Background: an optimization exercise with open tools, aiming at small area. Do not read the settings as production practice.
In this exercise RTL edits were held to simulation tests only and were not proved equivalent to the original.

Setup of run A:
==> flow/design.v <==
package cordic_pkg;
   typedef enum logic {ROTATE = 1'b0, VECTOR = 1'b1} mode_e;
   localparam logic [15:0] CORDIC_GAIN = 16'hD2C9;
   localparam logic [31:0] QTR32  = 32'h4000_0000;
   localparam logic [31:0] HALF32 = 32'h8000_0000;
   localparam logic [31:0] TQTR32 = 32'hC000_0000;
   localparam logic [32*32-1:0] ATAN_TAB = {
      32'h0000_0000,   
      32'h0000_0001,   
      32'h0000_0001,   
      32'h0000_0003,   
      32'h0000_0005,   
      32'h0000_000A,   
      32'h0000_0014,   
      32'h0000_0029,   
      32'h0000_0051,   
      32'h0000_00A3,   
      32'h0000_0146,   
      32'h0000_028C,   
      32'h0000_0518,   
      32'h0000_0A30,   
      32'h0000_145F,   
      32'h0000_28BE,   
      32'h0000_517D,   
      32'h0000_A2FA,   
      32'h0001_45F3,   
      32'h0002_8BE6,   
      32'h0005_17CC,   
      32'h000A_2F98,   
      32'h0014_5F2F,   
      32'h0028_BE53,   
      32'h0051_7C55,   
      32'h00A2_F61E,   
      32'h0145_D7E1,   
      32'h028B_0D43,   
      32'h0511_11D4,   
      32'h09FB_385B,   
      32'h12E4_051E,   
      32'h2000_0000   
   };
endpackage
module cordic_addc
#(
   parameter int W = 18
) (
   input  logic [W-1:0] a,
   input  logic [W-1:0] b,
   input  logic         ci,
   output logic [W-1:0] s,
   output logic         co,
   output logic [W-1:0] c      
);
   localparam int N = W + 1;
   localparam int L = (N > 32) ? 6 : (N > 16) ? 5 : (N > 8) ? 4 : (N > 4) ? 3 : 2;
   logic [W-1:0]      hp;
   logic [L:0][N-1:0] g, p;
   assign hp   = a ^ b;
   assign g[0] = {a & b, ci};
   assign p[0] = {hp, 1'b0};
   for (genvar l = 0; l < L; l++) begin : g_lvl
      for (genvar i = 0; i < N; i++) begin : g_bit
         if (((i >> l) & 1) == 1) begin : g_op
            localparam int J = ((i >> l) << l) - 1;
            assign g[l+1][i] = g[l][i] | (p[l][i] & g[l][J]);
            assign p[l+1][i] = p[l][i] & p[l][J];
         end else begin : g_pass
            assign g[l+1][i] = g[l][i];
            assign p[l+1][i] = p[l][i];
         end
      end
   end
   assign c  = g[L][W-1:0];
   assign s  = hp ^ c;
   assign co = g[L][W];
endmodule
module cordic_addx
#(
   parameter int W  = 18,
   parameter int LO = 9
) (
   input  logic [W-1:0]  a,
   input  logic [LO-1:0] b,
   input  logic          bs,
   input  logic          ci,
   output logic [W-1:0]  s
);
   logic          c;
   logic [W-LO-1:0] ah, all1, all0;
   cordic_addc #(.W(LO)) u_lo (.a(a[LO-1:0]), .b(b), .ci(ci), .s(s[LO-1:0]), .co(c), .c());
   assign ah = a[W-1:LO];
   localparam int H  = W - LO;
   localparam int HL = (H > 16) ? 5 : (H > 8) ? 4 : (H > 4) ? 3 : (H > 2) ? 2 : 1;
   logic [HL:0][H-1:0] t1, t0;
   if (H > 1) begin : g_init
      assign t1[0] = {ah[H-2:0], 1'b1};
      assign t0[0] = {~ah[H-2:0], 1'b1};
   end else begin : g_init1
      assign t1[0] = 1'b1;
      assign t0[0] = 1'b1;
   end
   for (genvar l = 0; l < HL; l++) begin : g_lvl
      for (genvar j = 0; j < H; j++) begin : g_bit
         if (((j >> l) & 1) == 1) begin : g_op
            localparam int J = ((j >> l) << l) - 1;
            assign t1[l+1][j] = t1[l][j] & t1[l][J];
            assign t0[l+1][j] = t0[l][j] & t0[l][J];
         end else begin : g_pass
            assign t1[l+1][j] = t1[l][j];
            assign t0[l+1][j] = t0[l][j];
         end
      end
   end
   assign all1 = t1[HL];
   assign all0 = t0[HL];
   assign s[W-1:LO] = ah ^ (c ? (all1 & {(W-LO){!bs}}) : (all0 & {(W-LO){bs}}));
endmodule
module cordic_stage
#(
   parameter int W     = 18,
   parameter int PW    = 32,
   parameter int SHIFT = 1
) (
   input  logic                clk,
   input  logic                mode_i,
   input  logic signed [W-1:0] x_i,
   input  logic signed [W-1:0] y_i,
   input  logic [PW-1:0]       z_i,
   output logic                mode_o,
   output logic signed [W-1:0] x_o,
   output logic signed [W-1:0] y_o,
   output logic [PW-1:0]       z_o
);
   localparam logic [PW-1:0] ATAN = PW'(cordic_pkg::ATAN_TAB[32*SHIFT +: 32] >> (32 - PW));
   localparam int XLO = W - SHIFT;
   logic          cw;
   logic [W-1:0]  x_d, y_d;
   logic [PW-1:0] z_d;
   assign cw = mode_i ? !y_i[W-1] : z_i[PW-1];
   cordic_addx #(.W(W), .LO(XLO)) u_ax (
      .a(x_i), .b(y_i[W-1:SHIFT] ^ {XLO{!cw}}), .bs(y_i[W-1] ^ !cw), .ci(!cw), .s(x_d));
   cordic_addx #(.W(W), .LO(XLO)) u_ay (
      .a(y_i), .b(x_i[W-1:SHIFT] ^ {XLO{cw}}),  .bs(x_i[W-1] ^ cw),  .ci(cw),  .s(y_d));
   logic [PW-1:0] cp, cm;
   cordic_addc #(.W(PW)) u_zp (.a(z_i), .b(ATAN),  .ci(1'b0), .s(), .co(), .c(cp));
   cordic_addc #(.W(PW)) u_zm (.a(z_i), .b(~ATAN), .ci(1'b1), .s(), .co(), .c(cm));
   assign z_d = z_i ^ ATAN ^ (cw ? cp : ~cm);
   always_ff @(posedge clk) begin
      mode_o <= mode_i;
      x_o    <= x_d;
      y_o    <= y_d;
      z_o    <= z_d;
   end
endmodule
module cordic_nco_rotator
#(
   parameter int IN_W    = 16,
   parameter int OUT_W   = 22,
   parameter int PHASE_W = 32,
   parameter int STAGES  = 16
) (
   input  logic                      clk,
   input  logic                      rst_n,
   input  logic                      in_valid,
   input  logic                      mode,
   input  logic signed [IN_W-1:0]    xin,
   input  logic signed [IN_W-1:0]    yin,
   input  logic        [PHASE_W-1:0] phase_step,
   input  logic                      phase_load,
   input  logic        [PHASE_W-1:0] phase_init,
   output logic                      out_valid,
   output logic                      out_mode,
   output logic signed [OUT_W-1:0]   xout,
   output logic signed [OUT_W-1:0]   yout,
   output logic        [PHASE_W-1:0] phase_out
);
   localparam int W = IN_W + 2;
   logic [PHASE_W-1:0] acc_q, acc_d, p;
   assign p     = phase_load ? phase_init : acc_q;
   assign acc_d = p + (phase_step & {PHASE_W{in_valid}});
   always_ff @(posedge clk or negedge rst_n) begin
      if (!rst_n) acc_q <= '0;
      else        acc_q <= acc_d;
   end
   logic [STAGES:0] vld_q;
   always_ff @(posedge clk or negedge rst_n) begin
      if (!rst_n) vld_q <= '0;
      else        vld_q <= {vld_q[STAGES-1:0], in_valid};
   end
   logic                   m0_q;
   logic signed [IN_W-1:0] x0_q, y0_q;
   logic [PHASE_W-1:0]     p0_q;
   always_ff @(posedge clk) begin
      m0_q <= mode;
      x0_q <= xin;
      y0_q <= yin;
      p0_q <= p;
   end
   logic signed [W-1:0] xe, ye, s_sum, d_sum, u, v, x1, y1;
   logic                nx, yz, d0;
   logic [1:0]          q;
   logic [PHASE_W-1:0]  z1;
   assign xe = {{(W-IN_W){x0_q[IN_W-1]}}, x0_q};
   assign ye = {{(W-IN_W){y0_q[IN_W-1]}}, y0_q};
   assign nx = x0_q[IN_W-1];
   assign yz = (y0_q == '0);
   assign d0 = nx ? (y0_q[IN_W-1] | yz) : !y0_q[IN_W-1];
   assign q  = m0_q ? {nx ^ d0, d0} : p0_q[PHASE_W-1 -: 2];
   cordic_addc #(.W(W)) u_s (.a(xe), .b(ye),  .ci(1'b0), .s(s_sum), .co(), .c());
   cordic_addc #(.W(W)) u_d (.a(xe), .b(~ye), .ci(1'b1), .s(d_sum), .co(), .c());
   assign u = q[0] ? s_sum : d_sum;
   assign v = q[0] ? d_sum : s_sum;
   cordic_addc #(.W(W)) u_nx (.a(u ^ {W{q[1] ^ q[0]}}), .b({W{1'b0}}), .ci(q[1] ^ q[0]), .s(x1), .co(), .c());
   cordic_addc #(.W(W)) u_ny (.a(v ^ {W{q[1]}}),        .b({W{1'b0}}), .ci(q[1]),      .s(y1), .co(), .c());
   always_comb begin
      if (m0_q) begin
         case (q)
            2'b00:   z1 = 32'hE000_0000;
            2'b11:   z1 = 32'h2000_0000;
            2'b01:   z1 = 32'hA000_0000;
            default: z1 = 32'h6000_0000;
         endcase
      end else begin
         z1 = {{3{!p0_q[29]}}, p0_q[28:0]};
      end
   end
   logic [STAGES-1:0]             m_c;
   logic [STAGES-1:0][W-1:0]      x_c, y_c;
   logic [STAGES-1:0][PHASE_W-1:0] z_c;
   always_ff @(posedge clk) begin
      m_c[0] <= m0_q;
      x_c[0] <= x1;
      y_c[0] <= y1;
      z_c[0] <= z1;
   end
   for (genvar i = 1; i < STAGES; i++) begin : g_stage
      cordic_stage #(
         .W     (W),
         .PW    (PHASE_W),
         .SHIFT (i)
      ) u_stage (
         .clk    (clk),
         .mode_i (m_c[i-1]),
         .x_i    (x_c[i-1]),
         .y_i    (y_c[i-1]),
         .z_i    (z_c[i-1]),
         .mode_o (m_c[i]),
         .x_o    (x_c[i]),
         .y_o    (y_c[i]),
         .z_o    (z_c[i])
      );
   end
   assign out_valid = vld_q[STAGES];
   assign out_mode  = m_c[STAGES-1];
   assign xout      = {{(OUT_W-W){x_c[STAGES-1][W-1]}}, x_c[STAGES-1]};
   assign yout      = {{(OUT_W-W){y_c[STAGES-1][W-1]}}, y_c[STAGES-1]};
   assign phase_out = z_c[STAGES-1];
endmodule
==> flow/config.mk <==
export PLATFORM = sky130hd
export DESIGN_NAME = cordic_nco_rotator
export DESIGN_NICKNAME = cordic_nco_rotator
export VERILOG_FILES = /design/flow/design.v
export SDC_FILE = /design/flow/constraint.sdc
export NUM_CORES = 4
export LEC_CHECK = 0
export CAP_MARGIN = 20
export CORE_MARGIN = 2
export CORE_UTILIZATION = 60
export CTS_BUF_LIST = sky130_fd_sc_hd__clkbuf_8
export CTS_CLUSTER_DIAMETER = 55
export CTS_CLUSTER_SIZE = 20
export SLEW_MARGIN = 20
==> flow/constraint.sdc <==
create_clock -name core_clock -period 4.6 [get_ports {clk}]
set_input_delay 0.9200 -clock core_clock [delete_from_list [all_inputs] [get_ports {clk}]]
set_output_delay 0.9200 -clock core_clock [all_outputs]
set_load 0.01 [all_outputs]
standard.sh (not shown) runs the stock make flow with config.mk's settings and CLKGATE_MAP_FILE= SYNTH_SCRIPT=/design/flow/synth_recipe.tcl, a recipe that flattens the netlist after the stock synthesis.
==> flow/flow/run.sh <==
#!/bin/bash
set -e
export CTS_ARGS="-sink_clustering_enable -repair_clock_nets -buf_list {sky130_fd_sc_hd__clkbuf_8} -sink_clustering_size 20 -sink_clustering_max_diameter 55 -dont_use_dummy_load"
export BUFFER_PORTS_ARGS="-buffer_cell sky130_fd_sc_hd__buf_1"
cp standard.sh standard_sh.log
bash standard.sh finish > standard.log 2>&1
Changes in run B relative to run A:
- PLACE_DENSITY newly set to 0.85
- CTS_CLUSTER_DIAMETER changed from 55 to 70
- CORE_UTILIZATION changed from 60 to 80
- CTS_CLUSTER_SIZE changed from 20 to 16
==> flow/flow/run.sh <==
#!/bin/bash
set -e
export CTS_ARGS="-sink_clustering_enable -repair_clock_nets -buf_list {sky130_fd_sc_hd__clkbuf_8} -sink_clustering_size 16 -sink_clustering_max_diameter 70 -dont_use_dummy_load"
export BUFFER_PORTS_ARGS="-buffer_cell sky130_fd_sc_hd__buf_1"
cp standard.sh standard_sh.log
bash standard.sh finish > standard.log 2>&1
[summary]
The area taken by flip-flops and latches on run B is in line with that on run A. Summary of run B over run A: wire length picked up an extra about 2.6%, met1 track demand over resource in global routing rose by 6.5 points. Run B: full flow OK, the timing, design-rule and antenna checks passed. For run A, the standard cell with the maximum stage delay on the critical path was sky130_fd_sc_hd__or3_1, unlike run B, where it was sky130_fd_sc_hd__or3b_1. Global routing met2 resource utilization (run B over run A): increase, 17 points.
Here is what was changed in the inputs of run C compared with run B.
- swapping 0.85 for 0.75 in PLACE_DENSITY
- putting GPL_TIMING_DRIVEN at 0 where nothing was set
- swapping 80 for 70 in CORE_UTILIZATION
### Flow results
On arrival time at the worst endpoint: between run B and run C, it ends up lower for run B. Against run B, run C reports a tapcell count that is higher. When run C is set beside run B, its worst stage delay on the critical path turns out to be 0.07 ns larger. Compared with run B, run C shows a met1 wire length that is 3.6% lower. Compared to run B, run C has slack of the worst reg-to-reg path 0.08 ns lower. Cmp run B and run C / maximum frequency / lower: run C. Multi-input gate share of the layout cell area delta for run C relative to run B: 0.48 points lower. Fraction of met3 tracks used by global routing essentially unchanged between run B and run C. Sort run B and run C by final area desc -> top: run C.
Edits applied to the flow inputs when going from run C to run D:
- GPL_TIMING_DRIVEN no longer set, was 0
Results
- In the flow results for run C and run D, the post-route cell area is larger on run C.
- When run D is set beside run C, its detailed-route wire length turns out to be about 4.5% smaller.
- Compared with run C, in run D count of clock-buffer cells in the layout went up, worst hold slack went up, clock buffer and inverter area fraction after layout did not really move.

-- afterwards: timing with drivers on the ports --
In the flow no input, the clock included, has a driving cell. The finished layouts below were timed again as built, in two steps.
Step 1: set_driving_cell puts a clkbuf_16 on clk and a buf_2 on each other input, an assumption about the parent block.
Step 2 adds t to the input delays and takes it off the output delays; t is the mean of the earliest and latest rising clock arrival at the registers after step 1. Input paths then give back, and output paths get back, about the clock's delay inside the block.
Three values: no drivers, after step 1, after step 2; two values: the first two.
run | shift t [ns] | slack for setup (ns) | worst setup path at the end
run A | 0.825 | 0.254 / 0.254 / 0.180 | input to register
run B | 0.770 | 0.206 / 0.206 / 0.057 | input to register
run C | 0.805 | 0.126 / 0.126 / -0.552 | input to register
run D | 0.793 | 0.320 / 0.320 / 0.121 | input to register
Met with ideal ports but missed after step 2: setup timing in run C. The setup slack of run C, which loses most, moves by 0.000 ns with the drivers and by -0.678 ns with both steps.
